Background: an optimization exercise with open tools, aiming at small area, a short achievable clock period and few clock cycles per item. Do not read the settings as production practice. The RTL was checked by simulation tests, not by an equivalence proof against the original design. Power figures rest on the tool's default switching activity, not on a simulated workload.

===== design.v =====
`default_nettype none
package fp_pkg;
  localparam int unsigned flen  = 32;
  localparam int unsigned exp_w = 8;
  localparam int unsigned man_w = 23;
  typedef struct packed {
    logic             sign;
    logic [exp_w-1:0] exponent;
    logic [man_w-1:0] mantissa;
  } fp_word_t;
  localparam fp_word_t canonical_nan = 32'h7fc0_0000;
  localparam int unsigned cls_w            = 10;
  localparam int unsigned cls_neg_inf      = 0;
  localparam int unsigned cls_neg_normal   = 1;
  localparam int unsigned cls_neg_subnorm  = 2;
  localparam int unsigned cls_neg_zero     = 3;
  localparam int unsigned cls_pos_zero     = 4;
  localparam int unsigned cls_pos_subnorm  = 5;
  localparam int unsigned cls_pos_normal   = 6;
  localparam int unsigned cls_pos_inf      = 7;
  localparam int unsigned cls_snan         = 8;
  localparam int unsigned cls_qnan         = 9;
endpackage
`default_nettype wire
`default_nettype none
package xif_pkg;
  localparam int unsigned id_w = 4;
  localparam int unsigned xlen = 32;
  typedef logic [4:0] reg_idx_t;
  typedef enum logic [3:0] {
    op_fsgnj,
    op_fsgnjn,
    op_fsgnjx,
    op_fmin,
    op_fmax,
    op_feq,
    op_flt,
    op_fle,
    op_fclass,
    op_fmv_w_x,
    op_fmv_x_w
  } fp_op_e;
  typedef struct packed {
    fp_op_e          op;
    logic [id_w-1:0] id;
    reg_idx_t        rd;
    reg_idx_t        rs1;
    reg_idx_t        rs2;
    logic [xlen-1:0] int_operand;
  } issue_t;
  typedef struct packed {
    logic [id_w-1:0]          id;
    reg_idx_t                 rd;
    logic                     fp_write;
    logic [31:0]              data;
  } result_t;
endpackage
`default_nettype wire
`timescale 1ns/1ns
`default_nettype none
module fp_regfile (
  input  wire         uin_rvfpm,
  input  wire         arst_n,
  input  wire  [4:0]  raddr,
  output logic [31:0] rdata,
  input  wire         we,
  input  wire  [4:0]  waddr,
  input  wire  [31:0] wdata
);
  logic [31:0] regs [0:31];
  logic [31:0] written_q;
  logic [31:0] wsel;
  logic [31:0] rsel;
  always_comb begin
    for (int i = 0; i < 32; i++) begin
      wsel[i] = we && (waddr == 5'(i));
    end
  end
  always_ff @(posedge uin_rvfpm) begin
    for (int i = 0; i < 32; i++) begin
      if (wsel[i]) begin
        regs[i] <= wdata;
      end
    end
  end
  always_ff @(posedge uin_rvfpm or negedge arst_n) begin
    if (!arst_n) begin
      written_q <= '0;
    end else begin
      written_q <= written_q | wsel;
    end
  end
  always_comb begin
    rdata = '0;
    for (int i = 0; i < 32; i++) begin
      rsel[i] = (raddr == 5'(i)) && written_q[i];
      rdata   = rdata | ({32{rsel[i]}} & regs[i]);
    end
  end
endmodule
`default_nettype wire
`timescale 1ns/1ns
`default_nettype none
module fp_exec_unit (
  input  wire  [3:0]  op,
  input  wire  [31:0] a,
  input  wire  [31:0] b,
  output logic [31:0] data,
  output logic        fp_write
);
  logic a_nan;
  logic b_nan;
  logic any_nan;
  logic a_zero;
  logic b_zero;
  logic both_zero;
  logic a_inf;
  logic a_subnorm;
  logic a_normal;
  logic mag_lt;
  logic mag_gt;
  logic a_below_b;
  logic lt;
  logic eq;
  logic feq_r;
  logic flt_r;
  logic fle_r;
  logic [9:0] class_mask;
  assign a_nan     = (a[30:23] == 8'hff) && (a[22:0] != '0);
  assign b_nan     = (b[30:23] == 8'hff) && (b[22:0] != '0);
  assign any_nan   = a_nan | b_nan;
  assign a_zero    = (a[30:0] == '0);
  assign b_zero    = (b[30:0] == '0);
  assign both_zero = a_zero & b_zero;
  assign a_inf     = (a[30:23] == 8'hff) && (a[22:0] == '0);
  assign a_subnorm = (a[30:23] == 8'h00) && (a[22:0] != '0);
  assign a_normal  = (a[30:23] != 8'h00) && (a[30:23] != 8'hff);
  assign mag_lt = a[30:0] < b[30:0];
  assign mag_gt = a[30:0] > b[30:0];
  assign a_below_b = (a[31] != b[31]) ? a[31] : (a[31] ? mag_gt : mag_lt);
  assign lt = a_below_b & ~both_zero;
  assign eq = both_zero | (a == b);
  assign feq_r = ~any_nan & eq;
  assign flt_r = ~any_nan & lt;
  assign fle_r = ~any_nan & (lt | eq);
  always_comb begin
    class_mask    = '0;
    class_mask[0] = a[31] & a_inf;
    class_mask[1] = a[31] & a_normal;
    class_mask[2] = a[31] & a_subnorm;
    class_mask[3] = a[31] & a_zero;
    class_mask[4] = ~a[31] & a_zero;
    class_mask[5] = ~a[31] & a_subnorm;
    class_mask[6] = ~a[31] & a_normal;
    class_mask[7] = ~a[31] & a_inf;
    class_mask[8] = a_nan & ~a[22];
    class_mask[9] = a_nan & a[22];
  end
  always_comb begin
    case (op)
      4'd0: data = {b[31], a[30:0]};
      4'd1: data = {~b[31], a[30:0]};
      4'd2: data = {a[31] ^ b[31], a[30:0]};
      4'd3, 4'd4: begin
        if (a_nan && b_nan) begin
          data = 32'h7fc0_0000;
        end else if (a_nan) begin
          data = b;
        end else if (b_nan) begin
          data = a;
        end else if (a_below_b == (op == 4'd3)) begin
          data = a;
        end else begin
          data = b;
        end
      end
      4'd5: data = {31'd0, feq_r};
      4'd6: data = {31'd0, flt_r};
      4'd7: data = {31'd0, fle_r};
      4'd8: data = {22'd0, class_mask};
      4'd9: data = b;
      4'd10: data = a;
      default: data = '0;
    endcase
  end
  assign fp_write = (op <= 4'd4) || (op == 4'd9);
endmodule
`default_nettype wire
`timescale 1ns/1ns
`default_nettype none
module rvfpm (
  input  wire         uin_rvfpm,
  input  wire         arst_n,
  input  wire         issue_req,
  output logic        issue_ack,
  input  wire  [3:0]  issue_op,
  input  wire  [3:0]  issue_id,
  input  wire  [4:0]  issue_rd,
  input  wire  [4:0]  issue_rs1,
  input  wire  [4:0]  issue_rs2,
  input  wire  [31:0] issue_int_operand,
  output logic        result_req,
  input  wire         result_ack,
  output logic [3:0]  result_id,
  output logic [4:0]  result_rd,
  output logic        result_fp_write,
  output logic [31:0] result_data
);
  logic        i_v_q;
  logic        i_ph1_q;
  logic [3:0]  i_op_q;
  logic [3:0]  i_id_q;
  logic [4:0]  i_rd_q;
  logic [4:0]  i_rs1_q;
  logic [4:0]  i_rs2_q;
  logic [31:0] i_iop_q;
  logic [4:0]  raddr_q;
  logic        e_v_q;
  logic [3:0]  e_op_q;
  logic [3:0]  e_id_q;
  logic [4:0]  e_rd_q;
  logic [31:0] a_q;
  logic [31:0] b_q;
  logic        r_full_q;
  logic        rf_we_q;
  logic [3:0]  r_id_q;
  logic [4:0]  r_rd_q;
  logic        r_fpw_q;
  logic [31:0] r_data_q;
  logic        i_free;
  logic        e_done;
  logic        e_free;
  logic        i_adv;
  logic        r_full_d;
  logic        i_fmv;
  logic        dep_a;
  logic        dep_b;
  logic [31:0] rdata;
  logic [31:0] ex_data;
  logic        ex_fpw;
  assign e_done = e_v_q & ~r_full_q;
  assign e_free = ~e_v_q | e_done;
  assign i_adv  = i_v_q & ~i_ph1_q & e_free;
  assign i_free = ~i_v_q | i_ph1_q;
  assign r_full_d = (r_full_q & ~(result_req & result_ack)) | e_done;
  assign i_fmv = (i_op_q == 4'd9);
  assign dep_a = r_fpw_q & (r_rd_q == i_rs1_q);
  assign dep_b = r_fpw_q & (r_rd_q == i_rs2_q);
  always_ff @(posedge uin_rvfpm or negedge arst_n) begin
    if (!arst_n) begin
      i_v_q      <= 1'b0;
      i_ph1_q    <= 1'b0;
      e_v_q      <= 1'b0;
      r_full_q   <= 1'b0;
      rf_we_q    <= 1'b0;
      r_fpw_q    <= 1'b0;
      issue_ack  <= 1'b0;
      result_req <= 1'b0;
    end else begin
      issue_ack  <= issue_req & (issue_ack | i_free);
      if (i_free) begin
        i_v_q   <= issue_req & ~issue_ack;
        i_ph1_q <= 1'b0;
      end else if (i_adv) begin
        i_ph1_q <= 1'b1;
      end
      e_v_q      <= (e_v_q & ~e_done) | (i_v_q & i_ph1_q);
      r_full_q   <= r_full_d;
      result_req <= r_full_d & ~result_ack;
      rf_we_q    <= e_done & ex_fpw;
      if (e_done) begin
        r_fpw_q <= ex_fpw;
      end
    end
  end
  always_ff @(posedge uin_rvfpm) begin
    if (i_free) begin
      i_op_q  <= issue_op;
      i_id_q  <= issue_id;
      i_rd_q  <= issue_rd;
      i_rs1_q <= issue_rs1;
      i_rs2_q <= issue_rs2;
      i_iop_q <= issue_int_operand;
      raddr_q <= issue_rs1;
    end else if (i_adv) begin
      raddr_q <= i_rs2_q;
    end
    if (i_adv) begin
      a_q <= rdata;
    end else if (i_v_q & i_ph1_q & dep_a) begin
      a_q <= r_data_q;
    end
    if (i_v_q & i_ph1_q) begin
      b_q    <= i_fmv ? i_iop_q : (dep_b ? r_data_q : rdata);
      e_op_q <= i_op_q;
      e_id_q <= i_id_q;
      e_rd_q <= i_rd_q;
    end
    if (e_done) begin
      r_id_q   <= e_id_q;
      r_rd_q   <= e_rd_q;
      r_data_q <= ex_data;
    end
  end
  fp_regfile i_fp_regfile (
    .uin_rvfpm (uin_rvfpm),
    .arst_n    (arst_n),
    .raddr     (raddr_q),
    .rdata     (rdata),
    .we        (rf_we_q),
    .waddr     (r_rd_q),
    .wdata     (r_data_q)
  );
  fp_exec_unit i_fp_exec_unit (
    .op       (e_op_q),
    .a        (a_q),
    .b        (b_q),
    .data     (ex_data),
    .fp_write (ex_fpw)
  );
  assign result_id       = r_id_q;
  assign result_rd       = r_rd_q;
  assign result_fp_write = r_fpw_q;
  assign result_data     = r_data_q;
endmodule
`default_nettype wire

===== run.sh =====
#!/bin/bash
# synth_recipe.tcl (not shown) runs the flow's synth.tcl, then flattens the netlist and writes it again
# the make line also repeats each setting of config.mk as NAME=value (left out here)
make -C /OpenROAD-flow-scripts/flow DESIGN_CONFIG=/design/flow/config.mk WORK_HOME=/design/flow/orfs CLKGATE_MAP_FILE= SYNTH_SCRIPT=/design/flow/synth_recipe.tcl finish

===== config.mk =====
export PLATFORM = sky130hd
export DESIGN_NAME = rvfpm
export DESIGN_NICKNAME = rvfpm
export VERILOG_FILES = /design/flow/design.v
export SDC_FILE = /design/flow/constraint.sdc
export NUM_CORES = 4
export LEC_CHECK = 0
export CAP_MARGIN = 20
export CORE_MARGIN = 2
export CORE_UTILIZATION = 30
export SLEW_MARGIN = 20

===== constraint.sdc =====
create_clock -name core_clock -period 6.0 [get_ports {uin_rvfpm}]
set_input_delay 1.2000 -clock core_clock [delete_from_list [all_inputs] [get_ports {uin_rvfpm}]]
set_output_delay 1.2000 -clock core_clock [all_outputs]
set_load 0.01 [all_outputs]

==> run summary <==
Area after DPL approximately 51000 um2; syn_nets approximately 2700; Netlist cell types slightly above 60; GRT Total Usage 0.199; Slew @ Worst Pin roughly 1.1 ns; cell count after synthesis 2624; Ports roughly 100; number of max-cap violations 0; #FFs+latches synth around 1200; initial drt markers 4806; r2r startpoint a_q[13]; power per cell area about 410 nW/um2; status timing/DRC/antenna clean; design area between 50000 and 60000 um2; fraction of layout cells with a size suffix above 1 0.146; commonest non-fill, non-tap cells in the layout edfxtp_1, a22oi_1, clkbuf_16, buf_4; RSZ-0062 raised after global routing no; Finished Layout Cells a little under 5000; pin count of the biggest net entering global routing between 60 and 70; GPL Wtd Cong roughly 0.94; Main synth FF type edfxtp_1; Die X between 300 and 400 um; Ys Warns 4; vias in the first global route about 27000; Pwr Total 22.3 mW; setup violators final 0; Min-Delay Path Depth 0; Starting Density 0.302; Avg WL per Cell 32.5 um; Reg-to-Reg End r_data_q[13]; final core utilization 0.354; hold_sp e_rd_q[0]; GR Overflow Total 0; first-pass GRT wire length around 220000 um; row count 144; Avg Inst Size Synth around 18 um2; placed cells 4713; VDD IR max 0.000328 V; setup_tns 0 ns; critical path type reg2reg; DR pass1 iterations 8; Vias ~29000; final WL ~160000 um; Final Skew between 0.02 and 0.03 ns; ys async rst share 0.0322; Root Buffer clkbuf_16; CTS clk-pin slew, worst paths approximately 0.060 ns; post-DP HPWL 86900 um; worst setup margin ~2.1 ns; die height about 400 um; clock latency (worst-skew pair) ~0.74 ns; Die Area 158000 um2; WP data arrival roughly 4.4 ns; Core Region 154000 um2; PortBufs just over 100; commonest non-fill, non-tap cell in the layout edfxtp_1; CP Launch Type flop; worst-path maximum fanout 20; Post-CTS Hold Fix Bufs 0; DRC violations left 0; Post-Place Setup Slack about 2.1 ns; Hold Fails Final Rpt 0; Routed Antenna Nets 0; Leak 17.5 nW; NumNets Final approximately 2900; TritonCTS Sinks approximately 1200; Max clock buf depth 3; number of synthesized flops with an enable pin about 1200; sequential fraction of the synthesis area 0.798; Tightest Hold Check Type reg2reg; Layout area overhead 17.3%; final slew viol count 0; vias per cell about 5.8; flop2flop setup slack ~2.1 ns; crit path time final 3.94 ns; post_cts resized 0; final hold slack 0.418 ns; antenna violations before repair 6; Hold Path End r_rd_q[0]; synthesized area ~47000 um2; Critical Path RT 6.47 ns; Worst Reg-to-Reg Cells 9; Setup crit end kind flop; relative slew slack 0.255; total clock buffers created by CTS 132; Tcrit/Tclk final 0.656; Peak Freq between 200 and 300 MHz; Setup Buffers After CTS 0; CTS tree built; htree depth 4
-- per-layer routing --
layer | vias up | track usage | part of all wire
met5 | - | 0 | 0.000087
met4 | 2 | 0.0908 | 0.044
li1 | 11257 | - | -
met2 | 2067 | 0.312 | 0.46
met1 | 14832 | 0.264 | 0.38
met3 | 359 | 0.0444 | 0.12
-- worst max-delay path, stage by stage (launching register included) --
cell	delay, ns
edfxtp_1	0.42
ha_1	0.38
nand4_2	0.16
nor4_2	0.37
nand2_1	0.17
a22o_1	0.25
or3b_4	0.41
a211oi_1	0.24
nand3_1	0.73
a32o_1	0.55
-- cells by family (layout without fill, tap and decap cells) --
kind of cell               after synthesis  in the layout  share of synthesized area
xor gates and xnor gates                13             13                    0.00245
DFF                                   1242           1242                      0.798
adders and majority gates               31             31                    0.00834
buffers and inverters                  203            483                     0.0170
AOI/OAI and AO/OA                      637            637                      0.107
muxes                                   76             76                     0.0172
and+or+nand+nor                        422            422                     0.0504
other                                    0              4                          0
-- cell usage after synthesis (17+ instances only) --
library cell	count	area share
mux2_2	33	0.0080
a22o_1	101	0.019
edfxtp_1	1202	0.78
o21ai_0	41	0.0044
clkbuf_1	130	0.010
or3_1	19	0.0026
nor2_1	52	0.0042
mux2i_1	43	0.0093
dfrtp_1	40	0.022
a22oi_1	314	0.051
nand4_1	94	0.013
a221oi_1	101	0.019
nand2_1	74	0.0060
and3_1	33	0.0044
nor4_1	17	0.0023
ha_1	31	0.0083
a32o_1	20	0.0043
buf_1	19	0.0015
inv_1	40	0.0032
or2_2	35	0.0047
a21oi_1	19	0.0020
nand3_1	38	0.0041
-- cell type report --
class,count,area (um2)
antenna,4,10.0
clock buffer,164,3510
clock inverter,66,423
fill,14320,99500
inverter,42,159
multi-input combinational,1179,8940
sequential,1242,37100
tap,2044,2560
timing repair buffer,211,1870
-- state kept, by name, indices dropped and copies added, names as in the netlist, 32 cells and up --
register	flops
b_q	32
i_fp_regfile.written_q	32
i_fp_regfile.regs	1024
a_q	32
i_iop_q	32
r_data_q	32
-- how the worst max path moves through the flow --
stage	start	endpoint	slack [ns]	cells past startpoint
after floorplan	a_q[22]	r_data_q[0]	2.98	10
after global placement	a_q[13]	r_data_q[25]	2.15	9
after detailed placement	a_q[13]	r_data_q[17]	2.09	9
after CTS	a_q[13]	r_data_q[20]	2.06	9
after global routing	a_q[12]	r_data_q[27]	1.78	9
final	a_q[13]	r_data_q[13]	2.06	9
-- power breakdown --
group          leakage, nW  internal [mW]  switching [mW]
clock                 1.92           4.23            3.34
combinational         4.13           1.12            2.24
sequential            11.5           10.8           0.547
Testbench counts, summed over its fixed seeds: cycles 24,024, items 12,000.

==> port drivers added, routing unchanged <==
Ports are ideal in the flow. The routed layout listed here was re-timed in OpenROAD.
Step 1 assumes that a clkbuf_16 drives the clock port and a buf_2 every other input.
Step 2 adds t to the input delays and takes it off the output delays; t is the mean of the earliest and latest rising clock arrival at the registers after step 1. Input paths then give back, and output paths get back, about the clock's delay inside the block.
a / b / c = ideal / step 1 / step 2; a / b = the first two.
t (ns): 0.813
setup WS [ns]: 2.063 / 2.063 / 2.063
latest minus earliest clock arrival (ns): 0.036 / 0.036
After both steps setup and hold are still met in this run. The setup slack of this run moves by 0.000 ns with the drivers and by 0.000 ns with both steps.
